This design comes from an exercise in tuning for small area, a short achievable clock period and few clock cycles on the open sky130 flow, not from production work.
In this exercise RTL edits were held to simulation tests only and were not proved equivalent to the original.
Power and IR drop assume default switching activity.

==> inputs of wip/zinc <==
Design bounded_sorted_set_intersect, start of the top module:
module bounded_sorted_set_intersect #(
    parameter int LIST_DEPTH = 32,
    parameter int ID_WIDTH   = 32
) (
    input  wire logic        i_clk,
    input  wire logic        i_rst_n,
    input  wire logic        i_valid,
    output      logic        o_ready,
    input  wire logic [1:0]  i_operation,
    input  wire logic [31:0] i_value,
    input  wire logic [31:0] i_lower_bound,
    input  wire logic [31:0] i_upper_bound,
    output      logic        o_valid,
    input  wire logic        i_ready,
    output      logic [31:0] o_common_value,
    output      logic        o_is_element,
    output      logic [5:0]  o_match_count,
    output      logic        o_last
);
Settings: LEC_CHECK=0, CAP_MARGIN=20, CORE_MARGIN=2, CORE_UTILIZATION=55, CTS_BUF_LIST=sky130_fd_sc_hd__clkbuf_4 sky130_fd_sc_hd__clkbuf_8, SETUP_SLACK_MARGIN=2.4, SLEW_MARGIN=20; clock period 5.4 ns.
run.sh (not shown) runs the stock make flow with config.mk's settings and CLKGATE_MAP_FILE= SYNTH_SCRIPT=/design/flow/synth_recipe.tcl, a recipe that flattens the netlist after the stock synthesis.
==> wip/umber: changes against wip/zinc <==
--- a/flow/design.v
+++ b/flow/design.v
@@ -25,29 +25,14 @@
         logic b_lt_a;
         logic out_free;
     } t_status;
 endpackage
 `default_nettype wire
 `timescale 1ns / 1ps
 `default_nettype none
-module bsi_rdport (
-    input  wire logic [1023:0] i_data,
-    input  wire logic [4:0]    i_addr,
-    output      logic [31:0]   o_data
-);
-    logic [31:0] sel;
-    always_comb begin
-        for (int k = 0; k < 32; k++) sel[k] = (i_addr == 5'(k));
-        o_data = '0;
-        for (int k = 0; k < 32; k++) o_data = o_data | (i_data[32*k +: 32] & {32{sel[k]}});
-    end
-endmodule
-`default_nettype wire
-`timescale 1ns / 1ps
-`default_nettype none
 module bsi_cmp (
     input  wire logic [31:0] i_a,
     input  wire logic [31:0] i_b,
     output      logic        o_gt,
     output      logic        o_lt
 );
     logic [31:0] g1, l1, e1;
@@ -112,16 +97,15 @@
     localparam logic [2:0] F_WALK  = 3'd4;
     localparam logic [1:0] B_BUB  = 2'd0;
     localparam logic [1:0] B_ELEM = 2'd1;
     localparam logic [1:0] B_END  = 2'd2;
     logic        r_rdy;
     logic        a_v;
     logic [1:0]  a_op;
-    logic [31:0] a_val, a_lo, a_hi;
-    logic        a_gt;           
+    logic [31:0] a_val, a_hi;       
     logic [31:0] lmem [32];
     logic [31:0] rmem [32];
     logic [31:0] matched;
     logic [5:0]  lcnt, rcnt;
     logic        lsorted, rsorted;
     logic [31:0] llast, rlast;
     logic [5:0]  wi, wi1, wj, wj1;
@@ -129,15 +113,15 @@
     logic [31:0] hl, hr;
     logic [5:0]  mlim;           
     logic        dw, rl;         
     logic [5:0]  lim_l, lim_r;   
     logic        s_act;
     logic [5:0]  sa, sa1, send, scnt;
     logic [31:0] hs;
-    logic        ms;
+    logic        ms, a_ok;        
     logic [1:0]  bst;
     logic [31:0] hb;
     logic        mb, bl, bg;
     logic [5:0]  bidx;
     logic [31:0] s_lo, s_hi;
     logic [2:0]  fb;
     logic [5:0]  j0, rend;
@@ -170,51 +154,51 @@
     assign can_step = ((fb == F_IDLE) || (fb == F_WALK)) && busy;
     bsi_cmp u_wcmp (.i_a(hl), .i_b(hr), .o_gt(w_gt), .o_lt(w_lt));
     assign adv_i    = can_step && !w_gt;
     assign adv_j    = can_step && !w_lt;
     assign w_match  = can_step && !w_lt && !w_gt;
     assign ld_l     = f_winit || rl || adv_i;
     assign ld_r     = f_winit || rl || adv_j;
-    logic [1023:0] lflat, rflat;
-    always_comb begin
-        for (int k = 0; k < 32; k++) begin
-            lflat[32*k +: 32] = lmem[k];
-            rflat[32*k +: 32] = rmem[k];
-        end
-    end
+    logic hl_w0, hl_w1, hr_w0, hr_w1;
+    assign hl_w0 = !dw && lwe && (lcnt == wi);
+    assign hl_w1 = !dw && lwe && (lcnt == wi1);
+    assign hr_w0 = !dw && rwe && (rcnt == wj);
+    assign hr_w1 = !dw && rwe && (rcnt == wj1);
     logic [31:0] l_rd, r_rd, s_rd;
-    bsi_rdport u_lport (.i_data(lflat), .i_addr(wi1[4:0]), .o_data(l_rd));
-    bsi_rdport u_rport (.i_data(rflat), .i_addr(wj1[4:0]), .o_data(r_rd));
-    bsi_rdport u_sport (.i_data(rflat), .i_addr(sa1[4:0]), .o_data(s_rd));
+    assign l_rd = lmem[wi1[4:0]];
+    assign r_rd = rmem[wj1[4:0]];
+    assign s_rd = rmem[sa1[4:0]];
     logic b_elem, b_end, b_bub, out_free;
     logic s_stop, s_need, s_sum, s_emit, k_go, move, s_start, s_go;
     assign b_elem   = (bst == B_ELEM);
     assign b_end    = (bst == B_END);
     assign b_bub    = (bst == B_BUB);
     assign out_free = !r_ov || i_ready;
     assign s_stop   = b_end || (b_elem && bg);
     assign s_need   = b_elem && !bg && mb && !bl;
     assign s_sum    = s_act && s_stop && out_free;
     assign s_emit   = s_act && s_need && out_free;
     assign k_go     = b_bub || (b_elem && bl);
-    assign move     = (s_act && !s_stop && (!s_need || out_free))
+    assign move     = (s_act && !s_stop && (!s_need || out_free) && (!dw || (sa1 < wj)))
                    || ((fb == F_SKIP) && k_go)
                    || ((fb == F_TRIM) && !b_end);
-    assign s_go     = n_sw || dw_done;
+    assign s_go     = n_sw || d_sw;
     assign s_start  = s_go || fb_start;
     assign f_tend   = (fb == F_TRIM) && b_end;
     logic h_lt_lo, h_gt_hi, h_unused0, h_unused1;
     bsi_cmp u_locmp (.i_a(hs), .i_b(s_lo), .o_gt(h_unused0), .o_lt(h_lt_lo));
     bsi_cmp u_hicmp (.i_a(hs), .i_b(s_hi), .o_gt(h_gt_hi), .o_lt(h_unused1));
     logic [5:0] lcnt_n, rcnt_n, wi_n, wj_n, sa_n, rend_n;
     logic       s_act_n, l_pend_n, r_pend_n, lsorted_n, rsorted_n, dw_n, rl_n;
     logic [2:0] fb_n;
     logic       a_v_n, sw_ok_n, safe_n, safe_l_n, dr_n, rdy_n;
     logic [1:0] op_n;
     logic       lp_h, lp_a, rp_h, rp_a;
+    logic a_gt, a_unused;
+    bsi_cmp u_ocmp (.i_a(a_val), .i_b(a_op[0] ? rlast : llast), .o_gt(a_gt), .o_lt(a_unused));
     always_comb begin
         lcnt_n    = ep_sw ? 6'd0 : (lcnt + {5'd0, lwe});
         rcnt_n    = ep_sw ? 6'd0 : (rcnt + {5'd0, rwe});
         lsorted_n = ep_sw || (lsorted && !(lwe && (lcnt != 6'd0) && !a_gt));
         rsorted_n = ep_sw || (rsorted && !(rwe && (rcnt != 6'd0) && !a_gt));
         if (n_sw || dw_done || f_winit) wi_n = 6'd0;
         else if (adv_i)                 wi_n = wi1;
@@ -265,54 +249,46 @@
             r_pend_n = w_lt ? rp_h : rp_a;
         end
         dw_n    = dw ? !dw_done : d_sw;
         rl_n    = dw_done;
         s_act_n = s_go || (s_act && !s_sum);
         sa_n    = s_start ? 6'd0 : (move ? sa1 : sa);
         sw_ok_n = (fb_n == F_IDLE) && lsorted_n && rsorted_n && !s_act_n && !dw_n && !rl_n;
-        if (dw_n)                   safe_n = 1'b0;
-        else if (s_go || !s_act_n)  safe_n = 1'b1;
+        if (!s_act_n || n_sw)       safe_n = 1'b1;
+        else if (d_sw)              safe_n = 1'b0;
         else if (move)              safe_n = rwe ? (rcnt < sa1) : (rcnt <= sa1);
-        else                        safe_n = rwe ? (rcnt < sa) : (rcnt <= sa);
+        else                        safe_n = rwe ? (rcnt + 6'd1 < sa1) : (rcnt < sa1);
         if (!dw_n || d_sw)          safe_l_n = 1'b1;
         else                        safe_l_n = lwe ? (lcnt < wi) : (lcnt <= wi);
         a_v_n = accept || hold;
         op_n  = accept ? i_operation : a_op;
         case (op_n)
             bsi_pkg::OP_RUN:        dr_n = sw_ok_n;
             bsi_pkg::OP_PUSH_RIGHT: dr_n = safe_n;
             bsi_pkg::OP_PUSH_LEFT:  dr_n = safe_l_n;
             default:                dr_n = 1'b1;
         endcase
         rdy_n = !a_v_n || dr_n;
     end
-    logic [31:0] last_eff;
-    logic        in_gt, in_unused;
-    assign last_eff = i_operation[0] ? (rwe ? a_val : rlast) : (lwe ? a_val : llast);
-    bsi_cmp u_ocmp (.i_a(i_value), .i_b(last_eff), .o_gt(in_gt), .o_lt(in_unused));
     always_ff @(posedge i_clk) begin
         if (accept) begin
             a_op  <= i_operation;
-            a_val <= i_value;
-            a_lo  <= i_lower_bound;
+            a_val <= (i_operation == bsi_pkg::OP_RUN) ? i_lower_bound : i_value;
             a_hi  <= i_upper_bound;
-            a_gt  <= in_gt;
         end
         if (lwe) begin
             lmem[lcnt[4:0]] <= a_val;
             llast <= a_val;
         end
         if (rwe) begin
             rmem[rcnt[4:0]] <= a_val;
             rlast <= a_val;
         end
-        if (ld_l) hl <= (!dw && lwe && (lcnt == wi1)) ? a_val : l_rd;
-        else if (!dw && lwe && (lcnt == wi)) hl <= a_val;
-        if (ld_r) hr <= (!dw && rwe && (rcnt == wj1)) ? a_val : r_rd;
-        else if (!dw && rwe && (rcnt == wj)) hr <= a_val;
+        if (ld_l || hl_w0) hl <= (hl_w1 || (hl_w0 && !f_winit && !rl)) ? a_val : l_rd;
+        if (ld_r || hr_w0) hr <= (hr_w1 || (hr_w0 && !f_winit && !rl)) ? a_val : r_rd;
         if (n_sw) begin
             wi1 <= 6'd1;
             wj1 <= 6'd1;
         end else if (dw_done) begin
             wi1 <= 6'd0;
             wj1 <= 6'd0;
         end else if (f_tend) begin
@@ -328,39 +304,43 @@
         end
         if (f_winit) begin
             matched <= '0;
         end else begin
             if (rwe) matched[rcnt[4:0]] <= 1'b0;
             if (w_match) matched[wj[4:0]] <= 1'b1;
         end
-        if (s_start) begin
+        if (n_sw || fb_start) begin
             hs <= rmem[0];
             ms <= matched[0];
         end else if (move) begin
             hs <= s_rd;
             ms <= matched[sa1[4:0]];
         end
         if (move) begin
             hb   <= hs;
             mb   <= ms;
             bl   <= h_lt_lo;
             bg   <= h_gt_hi;
             bidx <= sa;
         end
-        if (s_start) sa1 <= 6'd1;
+        if (n_sw || fb_start) sa1 <= 6'd1;
+        else if (d_sw) sa1 <= 6'd0;
         else if (move) sa1 <= sa1 + 6'd1;
+        if (n_sw || fb_start || move) a_ok <= 1'b1;
+        else if (d_sw) a_ok <= 1'b0;
         if (fast_sw || fb_start) begin
-            s_lo <= a_lo;
+            s_lo <= a_val;
             s_hi <= a_hi;
         end else if (fb_fin) begin
             s_lo <= '0;
             s_hi <= '1;
         end
         if (fb_start) send <= rcnt;
-        else if (s_go) send <= mlim;
+        else if (d_sw) send <= rcnt;
+        else if (n_sw || dw_done) send <= mlim;
         if (fb == F_SKIP && !k_go) j0 <= bidx;
         rend <= rend_n;
         if (s_emit) begin
             r_oval  <= hb;
             r_oel   <= 1'b1;
             r_olast <= 1'b0;
             r_ocnt  <= '0;
@@ -413,15 +393,15 @@
             fb      <= fb_n;
             sw_ok   <= sw_ok_n;
             safe    <= safe_n;
             safe_l  <= safe_l_n;
             if (n_sw || dw_done || f_winit) mlim <= 6'd0;
             else if (w_match) mlim <= wj1;
             if (s_start) bst <= B_BUB;
-            else if (move) bst <= (sa < send) ? B_ELEM : B_END;
+            else if (move) bst <= !a_ok ? B_BUB : ((sa < send) ? B_ELEM : B_END);
             if (s_go) scnt <= '0;
             else if (s_emit) scnt <= scnt + 6'd1;
             if (s_emit || s_sum) r_ov <= 1'b1;
             else if (i_ready) r_ov <= 1'b0;
         end
     end
     assign o_ready        = r_rdy;
==> flow/config.mk (replaced) <==
export PLATFORM = sky130hd
export DESIGN_NAME = bounded_sorted_set_intersect
export DESIGN_NICKNAME = bounded_sorted_set_intersect
export VERILOG_FILES = /design/flow/design.v
export SDC_FILE = /design/flow/constraint.sdc
export NUM_CORES = 4
export LEC_CHECK = 0
export CAP_MARGIN = 20
export CORE_MARGIN = 2
export CORE_UTILIZATION = 50
export CTS_BUF_LIST = sky130_fd_sc_hd__clkbuf_4 sky130_fd_sc_hd__clkbuf_8 sky130_fd_sc_hd__clkbuf_16
export CTS_CLUSTER_DIAMETER = 100
export CTS_CLUSTER_SIZE = 30
export SETUP_SLACK_MARGIN = 2.4
export SLEW_MARGIN = 20
==> comparison table <==
item	wip/zinc	wip/umber
Start point of the worst min-delay path	r_olast	ms
Layout Cells excl Fill	10,399	9,011
Area taken by multi-input logic gates	28,810 um^2	34,540 um^2
CP Max Fanout	9	8
Global routing usage on met1	0.6018	0.3890
Wire length after detailed routing	442,100 um	309,000 um
Outcome	complete, no violations	complete, no violations
Gate count after technology mapping	6,794	5,669
Setup slack of the worst register-to-register path	1900 ps	2220 ps
Final critical path time including I/O delays and setup	3501 ps	3184 ps
Required arrival time at the worst endpoint	6260 ps	5920 ps
Depth of the worst hold-timing path	2	0
Clock latency at the later pin of the worst-skew pair	1140 ps	830 ps
Detailed placer's ending HPWL	247,500 um	177,600 um
Xor-xnor portion of the synthesized cell area	0.002425	0.002836
Core Region	189,800 um^2	221,700 um^2
Proportion of cell area occupied by multi-input gates	0.2320	0.2798
Area fraction of clock buffers and clock inverters	0.06452	0.02666
Post-Synth Adder-Cell Area	0.03141	0.02847
Synth warnings	3	2
Non-clock buffer count in the final layout	721	494
Worst-case vdd ir drop	0.4424 mV	0.3722 mV
Combinational Power	5.37 mW	6.94 mW
CTS sink count	2,593	2,561
R2r endpoint	a_gt	hr[31]
Testbench counts of wip/zinc, summed over its fixed seeds: cycles 13,159.
Testbench counts of wip/umber, summed over its fixed seeds: cycles 12,978.

## static timing again, ports no longer ideal
Ports are ideal in the flow. The routed layouts listed here were re-timed in OpenROAD. Step 1 (the two cells are an assumption about what drives the block):
set clk [get_ports {i_clk}]
set_driving_cell -lib_cell sky130_fd_sc_hd__clkbuf_16 $clk
set_driving_cell -lib_cell sky130_fd_sc_hd__buf_2 [delete_from_list [all_inputs] $clk]
Step 2 also shifts input and output timing later by t, the mid clock arrival at the registers, as if the neighbouring blocks saw the same clock. Three values: no drivers, after step 1, after step 2; two values: the first two.
run | t (ns) | slack for setup (ns) | worst hold slack (ns)
wip/zinc | 1.200 | 1.899 / 1.899 / 1.425 | 0.443 / 0.443 / 0.443
wip/umber | 0.899 | 2.216 / 2.216 / 1.674 | 0.434 / 0.434 / 0.434
After both steps every run listed still meets setup and hold. The setup slack of wip/umber, which loses most, moves by 0.000 ns with the drivers and by -0.542 ns with both steps.
